This design comes from an exercise in tuning for small area, a short achievable clock period and few clock cycles per item on the open sky130 flow, not from production work. Only simulation tests tie the RTL to the original design; equivalence was not proved.

==> run P <==
Design flash_sector_mapper, start of the top module:
module flash_sector_mapper
(
    input  wire                  clk,
    input  wire                  rst_n,
    input  wire                  s_tvalid,
    output logic                 s_tready,
    input  wire  [S_TDATA_W-1:0] s_tdata,    
    input  wire  [OP_W-1:0]      s_tuser,    
    output logic                 m_tvalid,
    input  wire                  m_tready,
    output logic [M_TDATA_W-1:0] m_tdata,    
    output logic                 m_tuser,    
    input  wire                  psel,
    input  wire                  penable,
    input  wire                  pwrite,
    input  wire  [PADDR_W-1:0]   paddr,
    input  wire  [PDATA_W-1:0]   pwdata,
    output logic [PDATA_W-1:0]   prdata,
    output logic                 pready
);
export LEC_CHECK = 0
export CAP_MARGIN = 20
export CORE_MARGIN = 2
export CORE_UTILIZATION = 40
export SETUP_SLACK_MARGIN = 5
export SLEW_MARGIN = 20
create_clock -name core_clock -period 11.0 [get_ports {clk}]
run.sh (not shown) runs the stock make flow with config.mk's settings and CLKGATE_MAP_FILE= SYNTH_SCRIPT=/design/flow/synth_recipe.tcl, a recipe that flattens the netlist after the stock synthesis.
==> inputs of run B, as changes to run P <==
--- a/flow/design.v
+++ b/flow/design.v
@@ -103,21 +103,25 @@
     input  wire          rst_n,
     input  wire  [23:0]  region0,
     input  wire  [23:0]  region1,
     input  wire  [23:0]  region2,
     input  wire  [23:0]  region3,
     input  wire          region_wr,
     input  wire          adv,
     input  wire          r2_v,
+    input  wire          r2_v_n,
     input  wire          r2_end,
+    input  wire          r2_end_n,
     input  wire  [7:0]   r2_j,
     input  wire  [15:0]  r2_size,
     input  wire          r4_v,
+    input  wire          r4_v_n,
     input  wire          r4_div,
+    input  wire          r4_div_n,
     input  wire  [23:0]  r4_off,
     input  wire  [15:0]  r4_size,
     input  wire  [26:0]  pos,
     output logic         fast,
     output logic [3:0]   shf0,
     output logic [3:0]   shf1,
     output logic [3:0]   shf2,
     output logic [3:0]   shf3,
@@ -153,19 +157,19 @@
     assign live[1] = live[0] && |region1[7:0];
     assign live[2] = live[1] && |region2[7:0];
     assign live[3] = live[2] && |region3[7:0];
     assign cnt[0] = live[0] ? region0[7:0] : 8'd0;
     assign cnt[1] = live[1] ? region1[7:0] : 8'd0;
     assign cnt[2] = live[2] ? region2[7:0] : 8'd0;
     assign cnt[3] = live[3] ? region3[7:0] : 8'd0;
     assign c1 = 10'(cnt[0]);
-    assign c2 = c1 + 10'(cnt[1]);
+    assign c2 = 10'(cnt[0]) + 10'(cnt[1]);
     assign c3 = c2 + 10'(cnt[2]);
-    assign c4 = c3 + 10'(cnt[3]);
+    assign c4 = c2 + (10'(cnt[2]) + 10'(cnt[3]));
     function automatic logic onehot0_16(input logic [15:0] v);
         logic [7:0] a1, m1;
         logic [3:0] a2, m2;
         logic [1:0] a3, m3;
         for (int i = 0; i < 8; i++)
         begin
             a1[i] = v[2*i] | v[2*i+1];
             m1[i] = v[2*i] & v[2*i+1];
@@ -237,17 +241,23 @@
     logic [25:0] sum;
     logic        d_ge;
     assign busy       = (st == S_START) || (st == S_PINJ) || (st == S_PMUL) || (st == S_PWR);
     assign busy_next  = (st_n == S_START) || (st_n == S_PINJ) || (st_n == S_PMUL) || (st_n == S_PWR);
     assign idle_next  = (st_n == S_IDLE);
     assign pre_inject = (st == S_PINJ);
     assign pre_cnt    = cnt[r];
     assign pre_reg    = r;
-    assign stall = !fast && ((r2_v && r2_end) || (r4_v && r4_div)) && (st != S_QDONE);
+    always_ff @(posedge clk or negedge rst_n)
+    begin
+        if (!rst_n)
+            stall <= 1'b0;
+        else
+            stall <= !fast && ((r2_v_n && r2_end_n) || (r4_v_n && r4_div_n)) && (st_n != S_QDONE);
+    end
     assign mul    = (st == S_PMUL) || (st == S_QMUL);
     assign m_bit  = r2_j[3'd7 - step];
     assign a_in   = (step == 3'd0) ? (mul ? 25'd0 : {r4_off, 1'b0}) : {acc, 1'b0};
     assign b_in   = mul ? (m_bit ? 25'(r2_size) : 25'd0) : ~{1'b0, r4_size, 8'd0};
     assign sum    = {1'b0, a_in} + {1'b0, b_in} + 26'(!mul);
     assign d_ge   = sum[25];
     always_ff @(posedge clk)
     begin
@@ -396,21 +406,25 @@
     input  wire  [1:0]   pre_reg,
     input  wire          busy,
     input  wire          busy_next,
     input  wire          idle_next,
     input  wire          stall,
     input  wire  [23:0]  acc,
     output logic         adv,
     output logic         r2_v,
+    output logic         r2_v_n,
     output logic         r2_end,
+    output logic         r2_end_n,
     output logic [7:0]   r2_j,
     output logic [15:0]  r2_size,
     output logic         r4_v,
+    output logic         r4_v_n,
     output logic         r4_div,
+    output logic         r4_div_n,
     output logic [23:0]  r4_off,
     output logic [15:0]  r4_size,
     output logic [26:0]  pos
 );
     logic [15:0] size [4];
     logic [3:0]  shf  [4];
     assign size[0] = region0[23:8];
     assign size[1] = region1[23:8];
@@ -447,64 +461,59 @@
     logic        sfound;
     logic [1:0]  s_reg;
     logic [7:0]  s_j;
     logic [7:0]  sh_in;
     logic [1:0]  sh_reg;
     logic [22:0] prod1;
     logic        ok1;
     assign r1_is_end = (r1_op == OP_END);
-    assign kdiff     = {1'b0, r1_x} - {1'b0, (r1_is_end ? 22'd0 : base[31:10])} - 23'(r1_dec);
+    assign kdiff     = {1'b0, r1_x} + {1'b1, ~(r1_is_end ? 22'd0 : base[31:10])} + 23'(!r1_dec);
     assign t1 = {3'd0, r1_sec} - {1'b0, cum1};
     assign t2 = {3'd0, r1_sec} - {1'b0, cum2};
     assign t3 = {3'd0, r1_sec} - {1'b0, cum3};
     assign t4 = {3'd0, r1_sec} - {1'b0, cum4};
     assign sfound = t4[10];
     always_comb
     begin
         if (t1[10])      begin s_reg = 2'd0; s_j = r1_sec;  end
         else if (t2[10]) begin s_reg = 2'd1; s_j = t1[7:0]; end
         else if (t3[10]) begin s_reg = 2'd2; s_j = t2[7:0]; end
         else             begin s_reg = 2'd3; s_j = t3[7:0]; end
     end
     assign sh_in  = busy ? pre_cnt : s_j;
     assign sh_reg = busy ? pre_reg : s_reg;
     assign prod1  = !fast ? 23'(sh_in)
-                  : szero[sh_reg] ? 23'd0
+                  : (szero[sh_reg] || !(r1_is_end || busy)) ? 23'd0
                   : 23'({15'd0, sh_in} << shf[sh_reg]);
     always_comb
     begin
         case (r1_op)
             OP_ADDR:  ok1 = 1'b1;
             OP_SIZE:  ok1 = sfound;
             OP_START: ok1 = !kdiff[22] && r1_eq;
             default:  ok1 = sfound && !((r1_x == 22'd0) && r1_eq);
         endcase
     end
     logic [1:0]  r2_op;
     logic [21:0] r2_k;
     logic [22:0] r2_prod;
     logic [1:0]  r2_reg;
+    logic [3:0]  r2_oh;
     logic        r2_ok;
     logic [25:0] e_before;
     logic [23:0] prod2;
     assign r2_end  = (r2_op == OP_END);
     assign r2_j    = r2_prod[7:0];
     assign r2_size = size[r2_reg];
-    always_comb
-    begin
-        case (r2_reg)
-            2'd0:    e_before = '0;
-            2'd1:    e_before = end0;
-            2'd2:    e_before = end1;
-            default: e_before = end2;
-        endcase
-    end
-    assign prod2 = fast ? 24'(r2_prod) : acc;
-    assign pos   = (r2_end ? 27'(e_before) + 27'(prod2) : 27'd0) + 27'(r2_k);
+    assign e_before = ({26{r2_oh[1] && r2_end}} & end0)
+                    | ({26{r2_oh[2] && r2_end}} & end1)
+                    | ({26{r2_oh[3] && r2_end}} & end2);
+    assign prod2 = fast ? 24'(r2_prod) : (r2_end ? acc : 24'd0);
+    assign pos   = 27'(e_before) + 27'(prod2) + 27'(r2_k);
     logic [1:0]  r3_op;
     logic [26:0] r3_pos;
     logic [1:0]  r3_reg;
     logic        r3_ok;
     logic [27:0] dm0, dm1, dm2;
     logic        found;
     logic [1:0]  p_reg;
     logic [23:0] p_off;
@@ -518,34 +527,28 @@
         if (dm0[27])      begin p_reg = 2'd0; p_off = r3_pos[23:0]; end
         else if (dm1[27]) begin p_reg = 2'd1; p_off = dm0[23:0];    end
         else if (dm2[27]) begin p_reg = 2'd2; p_off = dm1[23:0];    end
         else              begin p_reg = 2'd3; p_off = dm2[23:0];    end
     end
     assign ok3 = (r3_op == OP_SIZE) ? r3_ok : (r3_ok && found);
     logic [1:0]  r4_op;
     logic [1:0]  r4_reg;
+    logic [3:0]  r4_oh;
     logic        r4_ok;
     logic [3:0]  sh4;
     logic [7:0]  quo;
     logic        rem_zero;
     logic [9:0]  before4;
     logic [10:0] idx;
     assign r4_div  = (r4_op != OP_SIZE);
     assign r4_size = size[r4_reg];
-    assign sh4     = shf[r4_reg];
-    always_comb
-    begin
-        case (r4_reg)
-            2'd0:    before4 = 10'd0;
-            2'd1:    before4 = cum1;
-            2'd2:    before4 = cum2;
-            default: before4 = cum3;
-        endcase
-    end
+    assign sh4     = ({4{r4_oh[0]}} & shf0) | ({4{r4_oh[1]}} & shf1)
+                   | ({4{r4_oh[2]}} & shf2) | ({4{r4_oh[3]}} & shf3);
+    assign before4 = ({10{r4_oh[1]}} & cum1) | ({10{r4_oh[2]}} & cum2) | ({10{r4_oh[3]}} & cum3);
     assign quo      = fast ? 8'(r4_off >> sh4) : acc[7:0];
     assign rem_zero = fast ? ((r4_off & ~(24'hFF_FFFF << sh4)) == 24'd0)
                            : (acc[23:8] == 16'd0);
     assign idx      = ((r4_op == OP_ADDR) ? 11'(first_index) : 11'd0) + 11'(before4) + 11'(quo);
     logic [1:0]  r5_op;
     logic [10:0] r5_idx;
     logic [1:0]  r5_reg;
     logic        r5_ok;
@@ -596,19 +599,21 @@
         begin
             k_ans <= ans;
             k_vr  <= vres;
         end
     end
     assign m_tvalid = hv;
     assign m_tdata  = {16'd0, h_ans};
     assign m_tuser  = h_vr;
-    logic r1_v_n, r2_v_n, r3_v_n, r4_v_n, r5_v_n;
+    logic r1_v_n, r3_v_n, r5_v_n;
     logic s_tready_n;
     assign adv    = !kv && !stall;
+    assign r2_end_n = pre_inject ? 1'b1 : ((adv && !busy) ? (r1_op == OP_END) : r2_end);
+    assign r4_div_n = adv ? (r3_op != OP_SIZE) : r4_div;
     assign accept = s_tvalid && s_tready;
     assign r1_v_n = adv ? accept : r1_v;
     assign r2_v_n = adv ? r1_v   : r2_v;
     assign r3_v_n = adv ? r2_v   : r3_v;
     assign r4_v_n = adv ? r3_v   : r4_v;
     assign r5_v_n = adv ? r4_v   : r5_v;
     assign s_tready_n = !kv_n && !busy_next
                      && (fast || (idle_next && !r1_v_n && !r2_v_n && !r3_v_n && !r4_v_n && !r5_v_n));
@@ -648,27 +653,29 @@
             r1_sec <= sec;
         end
         if (pre_inject || (adv && !busy))
         begin
             r2_op   <= pre_inject ? OP_END : r1_op;
             r2_k    <= pre_inject ? 22'd0 : kdiff[21:0];
             r2_prod <= prod1;
             r2_reg  <= pre_inject ? pre_reg : s_reg;
+            r2_oh   <= 4'd1 << (pre_inject ? pre_reg : s_reg);
             r2_ok   <= ok1;
         end
         if (adv)
         begin
             r3_op  <= r2_op;
             r3_pos <= pos;
             r3_reg <= r2_reg;
             r3_ok  <= r2_ok;
             r4_op  <= r3_op;
             r4_off <= p_off;
             r4_reg <= (r3_op == OP_SIZE) ? r3_reg : p_reg;
+            r4_oh  <= 4'd1 << ((r3_op == OP_SIZE) ? r3_reg : p_reg);
             r4_ok  <= ok3;
             r5_op  <= r4_op;
             r5_idx <= idx;
             r5_reg <= r4_reg;
             r5_ok  <= r4_ok;
             r5_rz  <= rem_zero;
         end
     end
@@ -706,17 +713,17 @@
     logic [3:0]  shf0, shf1, shf2, shf3, szero;
     logic [9:0]  cum1, cum2, cum3, cum4;
     logic [25:0] end0, end1, end2, end3;
     logic        pre_inject;
     logic [7:0]  pre_cnt;
     logic [1:0]  pre_reg;
     logic        busy, busy_next, idle_next, stall;
     logic [23:0] acc;
-    logic        adv, r2_v, r2_end, r4_v, r4_div;
+    logic        adv, r2_v, r2_v_n, r2_end, r2_end_n, r4_v, r4_v_n, r4_div, r4_div_n;
     logic [7:0]  r2_j;
     logic [15:0] r2_size, r4_size;
     logic [23:0] r4_off;
     logic [26:0] pos;
     fsmap_regs u_regs (
         .clk         (clk),
         .rst_n       (rst_n),
         .psel        (psel),
@@ -740,21 +747,25 @@
         .rst_n      (rst_n),
         .region0    (region0),
         .region1    (region1),
         .region2    (region2),
         .region3    (region3),
         .region_wr  (region_wr),
         .adv        (adv),
         .r2_v       (r2_v),
+        .r2_v_n     (r2_v_n),
         .r2_end     (r2_end),
+        .r2_end_n   (r2_end_n),
         .r2_j       (r2_j),
         .r2_size    (r2_size),
         .r4_v       (r4_v),
+        .r4_v_n     (r4_v_n),
         .r4_div     (r4_div),
+        .r4_div_n   (r4_div_n),
         .r4_off     (r4_off),
         .r4_size    (r4_size),
         .pos        (pos),
         .fast       (fast),
         .shf0       (shf0),
         .shf1       (shf1),
         .shf2       (shf2),
         .shf3       (shf3),
@@ -813,19 +824,23 @@
         .pre_reg     (pre_reg),
         .busy        (busy),
         .busy_next   (busy_next),
         .idle_next   (idle_next),
         .stall       (stall),
         .acc         (acc),
         .adv         (adv),
         .r2_v        (r2_v),
+        .r2_v_n      (r2_v_n),
         .r2_end      (r2_end),
+        .r2_end_n    (r2_end_n),
         .r2_j        (r2_j),
         .r2_size     (r2_size),
         .r4_v        (r4_v),
+        .r4_v_n      (r4_v_n),
         .r4_div      (r4_div),
+        .r4_div_n    (r4_div_n),
         .r4_off      (r4_off),
         .r4_size     (r4_size),
         .pos         (pos)
     );
 endmodule
 `default_nettype wire
==> flow/flow/run.sh (new file) <==
#!/bin/bash
set -euo pipefail
export SETUP_SLACK_MARGIN=7
bash standard.sh > run.log 2>&1
==> flow/standard.sh (new file) <==
#!/bin/bash
# synth_recipe.tcl (not shown) runs the flow's synth.tcl, then flattens the netlist and writes it again
# the make line also repeats each setting of config.mk as NAME=value (left out here)
make -C /OpenROAD-flow-scripts/flow DESIGN_CONFIG=/design/flow/config.mk WORK_HOME=/design/flow/orfs CLKGATE_MAP_FILE= SYNTH_SCRIPT=/design/flow/synth_recipe.tcl "${@:-finish}"
Settings changed: SETUP_SLACK_MARGIN 5 to not set.
removed: flow/run.sh
==> inputs of run G, as changes to run P <==
Settings changed: SETUP_SLACK_MARGIN 5 to not set.
==> inputs of run C, as changes to run P <==
--- a/flow/design.v
+++ b/flow/design.v
@@ -103,21 +103,25 @@
     input  wire          rst_n,
     input  wire  [23:0]  region0,
     input  wire  [23:0]  region1,
     input  wire  [23:0]  region2,
     input  wire  [23:0]  region3,
     input  wire          region_wr,
     input  wire          adv,
     input  wire          r2_v,
+    input  wire          r2_v_n,
     input  wire          r2_end,
+    input  wire          r2_end_n,
     input  wire  [7:0]   r2_j,
     input  wire  [15:0]  r2_size,
     input  wire          r4_v,
+    input  wire          r4_v_n,
     input  wire          r4_div,
+    input  wire          r4_div_n,
     input  wire  [23:0]  r4_off,
     input  wire  [15:0]  r4_size,
     input  wire  [26:0]  pos,
     output logic         fast,
     output logic [3:0]   shf0,
     output logic [3:0]   shf1,
     output logic [3:0]   shf2,
     output logic [3:0]   shf3,
@@ -153,19 +157,19 @@
     assign live[1] = live[0] && |region1[7:0];
     assign live[2] = live[1] && |region2[7:0];
     assign live[3] = live[2] && |region3[7:0];
     assign cnt[0] = live[0] ? region0[7:0] : 8'd0;
     assign cnt[1] = live[1] ? region1[7:0] : 8'd0;
     assign cnt[2] = live[2] ? region2[7:0] : 8'd0;
     assign cnt[3] = live[3] ? region3[7:0] : 8'd0;
     assign c1 = 10'(cnt[0]);
-    assign c2 = c1 + 10'(cnt[1]);
+    assign c2 = 10'(cnt[0]) + 10'(cnt[1]);
     assign c3 = c2 + 10'(cnt[2]);
-    assign c4 = c3 + 10'(cnt[3]);
+    assign c4 = c2 + (10'(cnt[2]) + 10'(cnt[3]));
     function automatic logic onehot0_16(input logic [15:0] v);
         logic [7:0] a1, m1;
         logic [3:0] a2, m2;
         logic [1:0] a3, m3;
         for (int i = 0; i < 8; i++)
         begin
             a1[i] = v[2*i] | v[2*i+1];
             m1[i] = v[2*i] & v[2*i+1];
@@ -237,17 +241,23 @@
     logic [25:0] sum;
     logic        d_ge;
     assign busy       = (st == S_START) || (st == S_PINJ) || (st == S_PMUL) || (st == S_PWR);
     assign busy_next  = (st_n == S_START) || (st_n == S_PINJ) || (st_n == S_PMUL) || (st_n == S_PWR);
     assign idle_next  = (st_n == S_IDLE);
     assign pre_inject = (st == S_PINJ);
     assign pre_cnt    = cnt[r];
     assign pre_reg    = r;
-    assign stall = !fast && ((r2_v && r2_end) || (r4_v && r4_div)) && (st != S_QDONE);
+    always_ff @(posedge clk or negedge rst_n)
+    begin
+        if (!rst_n)
+            stall <= 1'b0;
+        else
+            stall <= !fast && ((r2_v_n && r2_end_n) || (r4_v_n && r4_div_n)) && (st_n != S_QDONE);
+    end
     assign mul    = (st == S_PMUL) || (st == S_QMUL);
     assign m_bit  = r2_j[3'd7 - step];
     assign a_in   = (step == 3'd0) ? (mul ? 25'd0 : {r4_off, 1'b0}) : {acc, 1'b0};
     assign b_in   = mul ? (m_bit ? 25'(r2_size) : 25'd0) : ~{1'b0, r4_size, 8'd0};
     assign sum    = {1'b0, a_in} + {1'b0, b_in} + 26'(!mul);
     assign d_ge   = sum[25];
     always_ff @(posedge clk)
     begin
@@ -396,21 +406,25 @@
     input  wire  [1:0]   pre_reg,
     input  wire          busy,
     input  wire          busy_next,
     input  wire          idle_next,
     input  wire          stall,
     input  wire  [23:0]  acc,
     output logic         adv,
     output logic         r2_v,
+    output logic         r2_v_n,
     output logic         r2_end,
+    output logic         r2_end_n,
     output logic [7:0]   r2_j,
     output logic [15:0]  r2_size,
     output logic         r4_v,
+    output logic         r4_v_n,
     output logic         r4_div,
+    output logic         r4_div_n,
     output logic [23:0]  r4_off,
     output logic [15:0]  r4_size,
     output logic [26:0]  pos
 );
     logic [15:0] size [4];
     logic [3:0]  shf  [4];
     assign size[0] = region0[23:8];
     assign size[1] = region1[23:8];
@@ -447,64 +461,59 @@
     logic        sfound;
     logic [1:0]  s_reg;
     logic [7:0]  s_j;
     logic [7:0]  sh_in;
     logic [1:0]  sh_reg;
     logic [22:0] prod1;
     logic        ok1;
     assign r1_is_end = (r1_op == OP_END);
-    assign kdiff     = {1'b0, r1_x} - {1'b0, (r1_is_end ? 22'd0 : base[31:10])} - 23'(r1_dec);
+    assign kdiff     = {1'b0, r1_x} + {1'b1, ~(r1_is_end ? 22'd0 : base[31:10])} + 23'(!r1_dec);
     assign t1 = {3'd0, r1_sec} - {1'b0, cum1};
     assign t2 = {3'd0, r1_sec} - {1'b0, cum2};
     assign t3 = {3'd0, r1_sec} - {1'b0, cum3};
     assign t4 = {3'd0, r1_sec} - {1'b0, cum4};
     assign sfound = t4[10];
     always_comb
     begin
         if (t1[10])      begin s_reg = 2'd0; s_j = r1_sec;  end
         else if (t2[10]) begin s_reg = 2'd1; s_j = t1[7:0]; end
         else if (t3[10]) begin s_reg = 2'd2; s_j = t2[7:0]; end
         else             begin s_reg = 2'd3; s_j = t3[7:0]; end
     end
     assign sh_in  = busy ? pre_cnt : s_j;
     assign sh_reg = busy ? pre_reg : s_reg;
     assign prod1  = !fast ? 23'(sh_in)
-                  : szero[sh_reg] ? 23'd0
+                  : (szero[sh_reg] || !(r1_is_end || busy)) ? 23'd0
                   : 23'({15'd0, sh_in} << shf[sh_reg]);
     always_comb
     begin
         case (r1_op)
             OP_ADDR:  ok1 = 1'b1;
             OP_SIZE:  ok1 = sfound;
             OP_START: ok1 = !kdiff[22] && r1_eq;
             default:  ok1 = sfound && !((r1_x == 22'd0) && r1_eq);
         endcase
     end
     logic [1:0]  r2_op;
     logic [21:0] r2_k;
     logic [22:0] r2_prod;
     logic [1:0]  r2_reg;
+    logic [3:0]  r2_oh;
     logic        r2_ok;
     logic [25:0] e_before;
     logic [23:0] prod2;
     assign r2_end  = (r2_op == OP_END);
     assign r2_j    = r2_prod[7:0];
     assign r2_size = size[r2_reg];
-    always_comb
-    begin
-        case (r2_reg)
-            2'd0:    e_before = '0;
-            2'd1:    e_before = end0;
-            2'd2:    e_before = end1;
-            default: e_before = end2;
-        endcase
-    end
-    assign prod2 = fast ? 24'(r2_prod) : acc;
-    assign pos   = (r2_end ? 27'(e_before) + 27'(prod2) : 27'd0) + 27'(r2_k);
+    assign e_before = ({26{r2_oh[1] && r2_end}} & end0)
+                    | ({26{r2_oh[2] && r2_end}} & end1)
+                    | ({26{r2_oh[3] && r2_end}} & end2);
+    assign prod2 = fast ? 24'(r2_prod) : (r2_end ? acc : 24'd0);
+    assign pos   = 27'(e_before) + 27'(prod2) + 27'(r2_k);
     logic [1:0]  r3_op;
     logic [26:0] r3_pos;
     logic [1:0]  r3_reg;
     logic        r3_ok;
     logic [27:0] dm0, dm1, dm2;
     logic        found;
     logic [1:0]  p_reg;
     logic [23:0] p_off;
@@ -518,34 +527,28 @@
         if (dm0[27])      begin p_reg = 2'd0; p_off = r3_pos[23:0]; end
         else if (dm1[27]) begin p_reg = 2'd1; p_off = dm0[23:0];    end
         else if (dm2[27]) begin p_reg = 2'd2; p_off = dm1[23:0];    end
         else              begin p_reg = 2'd3; p_off = dm2[23:0];    end
     end
     assign ok3 = (r3_op == OP_SIZE) ? r3_ok : (r3_ok && found);
     logic [1:0]  r4_op;
     logic [1:0]  r4_reg;
+    logic [3:0]  r4_oh;
     logic        r4_ok;
     logic [3:0]  sh4;
     logic [7:0]  quo;
     logic        rem_zero;
     logic [9:0]  before4;
     logic [10:0] idx;
     assign r4_div  = (r4_op != OP_SIZE);
     assign r4_size = size[r4_reg];
-    assign sh4     = shf[r4_reg];
-    always_comb
-    begin
-        case (r4_reg)
-            2'd0:    before4 = 10'd0;
-            2'd1:    before4 = cum1;
-            2'd2:    before4 = cum2;
-            default: before4 = cum3;
-        endcase
-    end
+    assign sh4     = ({4{r4_oh[0]}} & shf0) | ({4{r4_oh[1]}} & shf1)
+                   | ({4{r4_oh[2]}} & shf2) | ({4{r4_oh[3]}} & shf3);
+    assign before4 = ({10{r4_oh[1]}} & cum1) | ({10{r4_oh[2]}} & cum2) | ({10{r4_oh[3]}} & cum3);
     assign quo      = fast ? 8'(r4_off >> sh4) : acc[7:0];
     assign rem_zero = fast ? ((r4_off & ~(24'hFF_FFFF << sh4)) == 24'd0)
                            : (acc[23:8] == 16'd0);
     assign idx      = ((r4_op == OP_ADDR) ? 11'(first_index) : 11'd0) + 11'(before4) + 11'(quo);
     logic [1:0]  r5_op;
     logic [10:0] r5_idx;
     logic [1:0]  r5_reg;
     logic        r5_ok;
@@ -596,19 +599,21 @@
         begin
             k_ans <= ans;
             k_vr  <= vres;
         end
     end
     assign m_tvalid = hv;
     assign m_tdata  = {16'd0, h_ans};
     assign m_tuser  = h_vr;
-    logic r1_v_n, r2_v_n, r3_v_n, r4_v_n, r5_v_n;
+    logic r1_v_n, r3_v_n, r5_v_n;
     logic s_tready_n;
     assign adv    = !kv && !stall;
+    assign r2_end_n = pre_inject ? 1'b1 : ((adv && !busy) ? (r1_op == OP_END) : r2_end);
+    assign r4_div_n = adv ? (r3_op != OP_SIZE) : r4_div;
     assign accept = s_tvalid && s_tready;
     assign r1_v_n = adv ? accept : r1_v;
     assign r2_v_n = adv ? r1_v   : r2_v;
     assign r3_v_n = adv ? r2_v   : r3_v;
     assign r4_v_n = adv ? r3_v   : r4_v;
     assign r5_v_n = adv ? r4_v   : r5_v;
     assign s_tready_n = !kv_n && !busy_next
                      && (fast || (idle_next && !r1_v_n && !r2_v_n && !r3_v_n && !r4_v_n && !r5_v_n));
@@ -648,27 +653,29 @@
             r1_sec <= sec;
         end
         if (pre_inject || (adv && !busy))
         begin
             r2_op   <= pre_inject ? OP_END : r1_op;
             r2_k    <= pre_inject ? 22'd0 : kdiff[21:0];
             r2_prod <= prod1;
             r2_reg  <= pre_inject ? pre_reg : s_reg;
+            r2_oh   <= 4'd1 << (pre_inject ? pre_reg : s_reg);
             r2_ok   <= ok1;
         end
         if (adv)
         begin
             r3_op  <= r2_op;
             r3_pos <= pos;
             r3_reg <= r2_reg;
             r3_ok  <= r2_ok;
             r4_op  <= r3_op;
             r4_off <= p_off;
             r4_reg <= (r3_op == OP_SIZE) ? r3_reg : p_reg;
+            r4_oh  <= 4'd1 << ((r3_op == OP_SIZE) ? r3_reg : p_reg);
             r4_ok  <= ok3;
             r5_op  <= r4_op;
             r5_idx <= idx;
             r5_reg <= r4_reg;
             r5_ok  <= r4_ok;
             r5_rz  <= rem_zero;
         end
     end
@@ -706,17 +713,17 @@
     logic [3:0]  shf0, shf1, shf2, shf3, szero;
     logic [9:0]  cum1, cum2, cum3, cum4;
     logic [25:0] end0, end1, end2, end3;
     logic        pre_inject;
     logic [7:0]  pre_cnt;
     logic [1:0]  pre_reg;
     logic        busy, busy_next, idle_next, stall;
     logic [23:0] acc;
-    logic        adv, r2_v, r2_end, r4_v, r4_div;
+    logic        adv, r2_v, r2_v_n, r2_end, r2_end_n, r4_v, r4_v_n, r4_div, r4_div_n;
     logic [7:0]  r2_j;
     logic [15:0] r2_size, r4_size;
     logic [23:0] r4_off;
     logic [26:0] pos;
     fsmap_regs u_regs (
         .clk         (clk),
         .rst_n       (rst_n),
         .psel        (psel),
@@ -740,21 +747,25 @@
         .rst_n      (rst_n),
         .region0    (region0),
         .region1    (region1),
         .region2    (region2),
         .region3    (region3),
         .region_wr  (region_wr),
         .adv        (adv),
         .r2_v       (r2_v),
+        .r2_v_n     (r2_v_n),
         .r2_end     (r2_end),
+        .r2_end_n   (r2_end_n),
         .r2_j       (r2_j),
         .r2_size    (r2_size),
         .r4_v       (r4_v),
+        .r4_v_n     (r4_v_n),
         .r4_div     (r4_div),
+        .r4_div_n   (r4_div_n),
         .r4_off     (r4_off),
         .r4_size    (r4_size),
         .pos        (pos),
         .fast       (fast),
         .shf0       (shf0),
         .shf1       (shf1),
         .shf2       (shf2),
         .shf3       (shf3),
@@ -813,19 +824,23 @@
         .pre_reg     (pre_reg),
         .busy        (busy),
         .busy_next   (busy_next),
         .idle_next   (idle_next),
         .stall       (stall),
         .acc         (acc),
         .adv         (adv),
         .r2_v        (r2_v),
+        .r2_v_n      (r2_v_n),
         .r2_end      (r2_end),
+        .r2_end_n    (r2_end_n),
         .r2_j        (r2_j),
         .r2_size     (r2_size),
         .r4_v        (r4_v),
+        .r4_v_n      (r4_v_n),
         .r4_div      (r4_div),
+        .r4_div_n    (r4_div_n),
         .r4_off      (r4_off),
         .r4_size     (r4_size),
         .pos         (pos)
     );
 endmodule
 `default_nettype wire
Settings changed: SETUP_SLACK_MARGIN 5 to not set.
==> run notes <==
Run P completed with no timing, DRC or antenna violations. Run G finished with timing, DRC and antenna clean. Run B completed with no timing, DRC or antenna violations. Run C produced a clean layout. Between run B and run P, the lower flip-flop and latch count is in run P (gap 8). Via count: run C is smaller than run B (about 3.3%). The highest register-to-register slack belongs to run B, the lowest to run G. Synthesized area is the same in run C and run B. Count of clock-buffer cells in the layout: run P > run C > run G > run B. The highest setup slack belongs to run B, the lowest to run G. In die area, run P and run G do not differ. Against run P, the non-clock buffer count of run G is lower by 8.
Testbench counts of run P, summed over its fixed seeds: cycles 4,992, queries 4,800.
Testbench counts of run B, summed over its fixed seeds: cycles 4,992, queries 4,800.
Testbench counts of run G, summed over its fixed seeds: cycles 4,992, queries 4,800.
Testbench counts of run C, summed over its fixed seeds: cycles 4,992, queries 4,800.

## port drivers added, routing unchanged
In the flow no input, the clock included, has a driving cell. The finished layouts below were timed again as built, in two steps. Step 1 assumes that a clkbuf_16 drives the clock port and a buf_2 every other input. Step 2 times the ports against the registers' clock, not the clock port: input delays grow and output delays shrink by t, the midpoint of the rising clock arrivals with the driver on. Three values: no drivers, after step 1, after step 2; two values: the first two.
run | shift t [ns] | slack for setup (ns) | slew at the worst register clock pin (ns)
run P | 0.693 | 5.256 / 5.256 / 5.256 | 0.07 / 0.07
run B | 0.726 | 6.384 / 6.384 / 6.384 | 0.07 / 0.07
run G | 0.679 | 4.289 / 4.289 / 4.289 | 0.07 / 0.07
run C | 0.675 | 4.743 / 4.743 / 4.743 | 0.06 / 0.06
After both steps every run listed still meets setup and hold.
